This design comes from an exercise in tuning for small area on the open sky130 flow, not from production work.
In this exercise RTL edits were held to simulation tests only and were not proved equivalent to the original.
Power and IR drop assume default switching activity.

== run A ==
// stackCalculator
module stackCalculator
(
    input  wire logic      CLK,
    input  wire logic      rst,
    input  commandPkg::buttonCode      buttons,
    input  stackPkg::dataWord        switches,
    output logic [7:0]     leds,
    output stackPkg::dataWord        displayValue
);
Size in the first run: about 1800 cells after synthesis, about 1100 flip-flops, about 30 I/O pins, roughly 0.026 sq mm of cells after synthesis.
make LEC_CHECK=0 CAP_MARGIN=20 CORE_MARGIN=2 CORE_UTILIZATION=40 CTS_BUF_LIST=sky130_fd_sc_hd__clkbuf_8 CTS_CLUSTER_DIAMETER=50 CTS_CLUSTER_SIZE=18 GPL_TIMING_DRIVEN=0 SLEW_MARGIN=20 finish   # period 6.0 ns
run.sh (not shown) runs the stock make flow with config.mk's settings and CLKGATE_MAP_FILE= SYNTH_SCRIPT=/design/flow/synth_recipe.tcl, a recipe that flattens the netlist after the stock synthesis.
Here is what was changed in the inputs of run B compared with run A.
- removing GPL_TIMING_DRIVEN (formerly 0)
- changing CTS_CLUSTER_DIAMETER from 50 to 45
- changing CORE_UTILIZATION from 40 to 65
- setting PLACE_DENSITY to 0.75 for the first time
==> comparison <==
- Looking only at number of cells on the critical path, and setting everything else aside, the higher value of run B and run A goes to run A.
- On overall die area, run B does better than run A.
- Fmax: run B above run A
Changes in run C relative to run B:
- changing CORE_UTILIZATION from 65 to 40
- changing CTS_CLUSTER_DIAMETER from 45 to 50
- removing PLACE_DENSITY (formerly 0.75)
Findings:
[compare] base=run B new=run C: sequential share of layout area fell by 1.3 points, area of all sequential standard cells stayed essentially flat, top achievable clock speed fell by about 0.46%, power rose by 0.039 mW.

stackCalculator, a different RTL version from the one above (not shown whole).
Size in the first run: about 1900 cells after synthesis, about 1100 flip-flops.
export LEC_CHECK = 0
export CAP_MARGIN = 20
export CORE_MARGIN = 2
export CORE_UTILIZATION = 40
export CTS_BUF_LIST = sky130_fd_sc_hd__clkbuf_8
export CTS_CLUSTER_SIZE = 30
export SLEW_MARGIN = 20
create_clock -name core_clock -period 6.0 [get_ports {CLK}]
Rerun with:
--- a/flow/config.mk
+++ b/flow/config.mk
@@ -9,5 +9,4 @@
 export CORE_MARGIN = 2
-export CORE_UTILIZATION = 40
-export CTS_BUF_LIST = sky130_fd_sc_hd__clkbuf_8
-export CTS_CLUSTER_SIZE = 30
+export CORE_UTILIZATION = 65
+export PLACE_DENSITY = 0.75
 export SLEW_MARGIN = 20
The new run finished clean.
Design area is lower slightly.
Wire length is higher by about a fifth.
Sequential share of layout area is higher by 1.2 points.
Maximum frequency is lower by a few percent.
Die area is lower by well over a third.
Synthesized area stays the same.
Worst setup slack loses 0.13 ns.
Rerun with:
--- a/flow/config.mk
+++ b/flow/config.mk
@@ -9,4 +9,3 @@
 export CORE_MARGIN = 2
-export CORE_UTILIZATION = 65
-export PLACE_DENSITY = 0.75
+export CORE_UTILIZATION = 40
 export SLEW_MARGIN = 20
Effect:
- The changed run finished with timing, DRC and antenna clean
- power hardly moves
- area after synthesis does not change
- worst hold slack got worse by 0.010 ns
- via count came out lower by 6.1%
- clock power stays flat
- die area came out higher by 61%
- final area came out higher by 1.6%
- critical path depth came out higher by 3
- setup slack improved by 0.014 ns

Another version of the RTL of stackCalculator (not shown whole).
For scale: about 1,100 flip-flops, about 26,000 µm² of cells after synthesis.
export LEC_CHECK = 0
export CAP_MARGIN = 20
export CORE_MARGIN = 2
export CORE_UTILIZATION = 40
export CTS_BUF_LIST = sky130_fd_sc_hd__clkbuf_8
export CTS_CLUSTER_DIAMETER = 50
export CTS_CLUSTER_SIZE = 18
export SLEW_MARGIN = 20
create_clock -name core_clock -period 6.0 [get_ports {CLK}]
standard.sh (not shown) runs the stock make flow with config.mk's settings and CLKGATE_MAP_FILE= SYNTH_SCRIPT=/design/flow/synth_recipe.tcl, a recipe that flattens the netlist after the stock synthesis.
==> flow/flow/run.sh <==
#!/bin/bash
# The standard layout (standard.sh, unchanged synthesis), with these changes:
# the port buffers are the smallest buffer cell, clock tree synthesis uses no
# dummy loads, and power recovery (downsizing of gates off the critical paths)
# runs after global routing.
set -euo pipefail
export BUFFER_PORTS_ARGS="-buffer_cell sky130_fd_sc_hd__buf_1"
export CTS_ARGS="-sink_clustering_enable -repair_clock_nets -dont_use_dummy_load -sink_clustering_size 18 -sink_clustering_max_diameter 50 -buf_list sky130_fd_sc_hd__clkbuf_8"
export RECOVER_POWER=100
bash standard.sh > standard.log 2>&1
Edit:
--- a/flow/flow/run.sh
+++ b/flow/flow/run.sh
@@ -6,5 +6,6 @@
 set -euo pipefail
 export BUFFER_PORTS_ARGS="-buffer_cell sky130_fd_sc_hd__buf_1"
-export CTS_ARGS="-sink_clustering_enable -repair_clock_nets -dont_use_dummy_load -sink_clustering_size 18 -sink_clustering_max_diameter 50 -buf_list sky130_fd_sc_hd__clkbuf_8"
+export CTS_ARGS="-sink_clustering_enable -repair_clock_nets -dont_use_dummy_load -sink_clustering_size 12 -sink_clustering_max_diameter 40 -buf_list sky130_fd_sc_hd__clkbuf_4"
 export RECOVER_POWER=100
+export GPL_KEEP_OVERFLOW=0
 bash standard.sh > standard.log 2>&1
Settings changed: CORE_UTILIZATION 40 to 60, CTS_BUF_LIST sky130_fd_sc_hd__clkbuf_8 to not set, CTS_CLUSTER_DIAMETER 50 to not set, CTS_CLUSTER_SIZE 18 to not set, PLACE_DENSITY set to 0.7.
After rerunning: Synthesized area stays the same; global-route usage is higher by 6.6 points; die area is lower by 33%; register-to-register slack hardly moves; worst setup slack is worse by 21 ps.
Edit:
--- a/flow/flow/run.sh
+++ b/flow/flow/run.sh
@@ -6,6 +6,5 @@
 set -euo pipefail
 export BUFFER_PORTS_ARGS="-buffer_cell sky130_fd_sc_hd__buf_1"
-export CTS_ARGS="-sink_clustering_enable -repair_clock_nets -dont_use_dummy_load -sink_clustering_size 12 -sink_clustering_max_diameter 40 -buf_list sky130_fd_sc_hd__clkbuf_4"
+export CTS_ARGS="-sink_clustering_enable -repair_clock_nets -dont_use_dummy_load -sink_clustering_size 10 -sink_clustering_max_diameter 35 -buf_list sky130_fd_sc_hd__clkbuf_4"
 export RECOVER_POWER=100
-export GPL_KEEP_OVERFLOW=0
 bash standard.sh > standard.log 2>&1
Settings changed: CORE_UTILIZATION 60 to 40, GPL_TIMING_DRIVEN set to 0, PLACE_DENSITY 0.7 to not set.
The new run finished with timing, DRC and antenna clean.
Sequential power barely changes.
Final area went up by 3.4%.
Count of clock-buffer cells in the layout went up by 37.
First-iteration DRC count went down by 21%.
Worst setup slack got worse by 100 ps.
Final cell count went up by 16%.
Total power went up by about 4%.
Wire length went up by about 2%.
Synthesized cell count is unchanged.
Sequential share of layout area went down by 2.5 points.
Edit:
--- a/flow/flow/run.sh
+++ b/flow/flow/run.sh
@@ -6,5 +6,7 @@
 set -euo pipefail
 export BUFFER_PORTS_ARGS="-buffer_cell sky130_fd_sc_hd__buf_1"
-export CTS_ARGS="-sink_clustering_enable -repair_clock_nets -dont_use_dummy_load -sink_clustering_size 10 -sink_clustering_max_diameter 35 -buf_list sky130_fd_sc_hd__clkbuf_4"
+export CTS_ARGS="-sink_clustering_enable -repair_clock_nets -dont_use_dummy_load -sink_clustering_size 12 -sink_clustering_max_diameter 40 -buf_list sky130_fd_sc_hd__clkbuf_4"
 export RECOVER_POWER=100
+export GPL_KEEP_OVERFLOW=0
+export REMOVE_ABC_BUFFERS=1
 bash standard.sh > standard.log 2>&1
Settings changed: CORE_UTILIZATION 40 to 60, GPL_TIMING_DRIVEN 0 to not set, PLACE_DENSITY set to 0.7.
What happened:
- The changed run reached the layout checks and failed them: max-capacitance violations, max-slew violations
- first-iteration DRC count came out higher by about 26%
- utilization came out higher by 20 points
- setup slack gains 96 ps
- wire length came out lower by 0.79%
- clock skew came out higher by 11 ps
- design area came out lower by about 3%
- total power came out lower by 3.7%
- sequential power is about the same
Edit:
--- a/flow/flow/run.sh
+++ b/flow/flow/run.sh
@@ -8,5 +8,3 @@
 export CTS_ARGS="-sink_clustering_enable -repair_clock_nets -dont_use_dummy_load -sink_clustering_size 12 -sink_clustering_max_diameter 40 -buf_list sky130_fd_sc_hd__clkbuf_4"
 export RECOVER_POWER=100
-export GPL_KEEP_OVERFLOW=0
-export REMOVE_ABC_BUFFERS=1
 bash standard.sh > standard.log 2>&1
After rerunning: With this change the flow produced a clean layout. Core utilization increases by 0.16 points. Worst setup slack is about the same. Die area does not change. First-iteration DRC count went up by 1.8%. Flip-flop and latch count is unchanged. Final cell count went up by 1.4%. Combinational power barely changes. Critical path depth stays the same. Cell area is about the same.

## separate check: timing with driven ports
How much do the figures lean on ideal ports? The routed layouts below were timed once more, with nothing changed but the port constraints. Step 1 (the two cells are an assumption about what drives the block):
set clk [get_ports {CLK}]
set_driving_cell -lib_cell sky130_fd_sc_hd__clkbuf_16 $clk
set_driving_cell -lib_cell sky130_fd_sc_hd__buf_2 [delete_from_list [all_inputs] $clk]
Step 2 moves the port delays by t, midway between the first and last clock arrival at a register: inputs arrive t later, outputs are due t later. That takes back most of the time a late clock gives input paths. a / b / c = no drivers / after step 1 / after step 2; a / b = the first two.
run | shift t [ns] | slack for setup (ns) | worst setup path after step 2
run A | 0.718 | 0.255 / 0.255 / -0.367 | input to register
run B | 0.709 | 0.388 / 0.388 / -0.033 | input to register
run C | 0.722 | 0.362 / 0.362 / -0.028 | input to register
the first run of note 2 | 0.817 | 0.428 / 0.458 / -0.358 | input to register
the second run of note 2 | 0.678 | 0.294 / 0.327 / -0.352 | input to register
the third run of note 2 | 0.686 | 0.307 / 0.338 / -0.349 | input to register
the first run of note 3 | 0.697 | 0.369 / 0.369 / -0.161 | input to register
the second run of note 3 | 0.858 | 0.348 / 0.355 / -0.490 | input to register
the third run of note 3 | 0.969 | 0.244 / 0.244 / -0.591 | input to register
the fourth run of note 3 | 0.873 | 0.340 / 0.340 / -0.477 | input to register
the fifth run of note 3 | 0.858 | 0.339 / 0.339 / -0.108 | input to register
For the second run of note 3, which loses most, drivers alone change the setup slack by +0.007 ns; drivers and shift together by -0.838 ns.
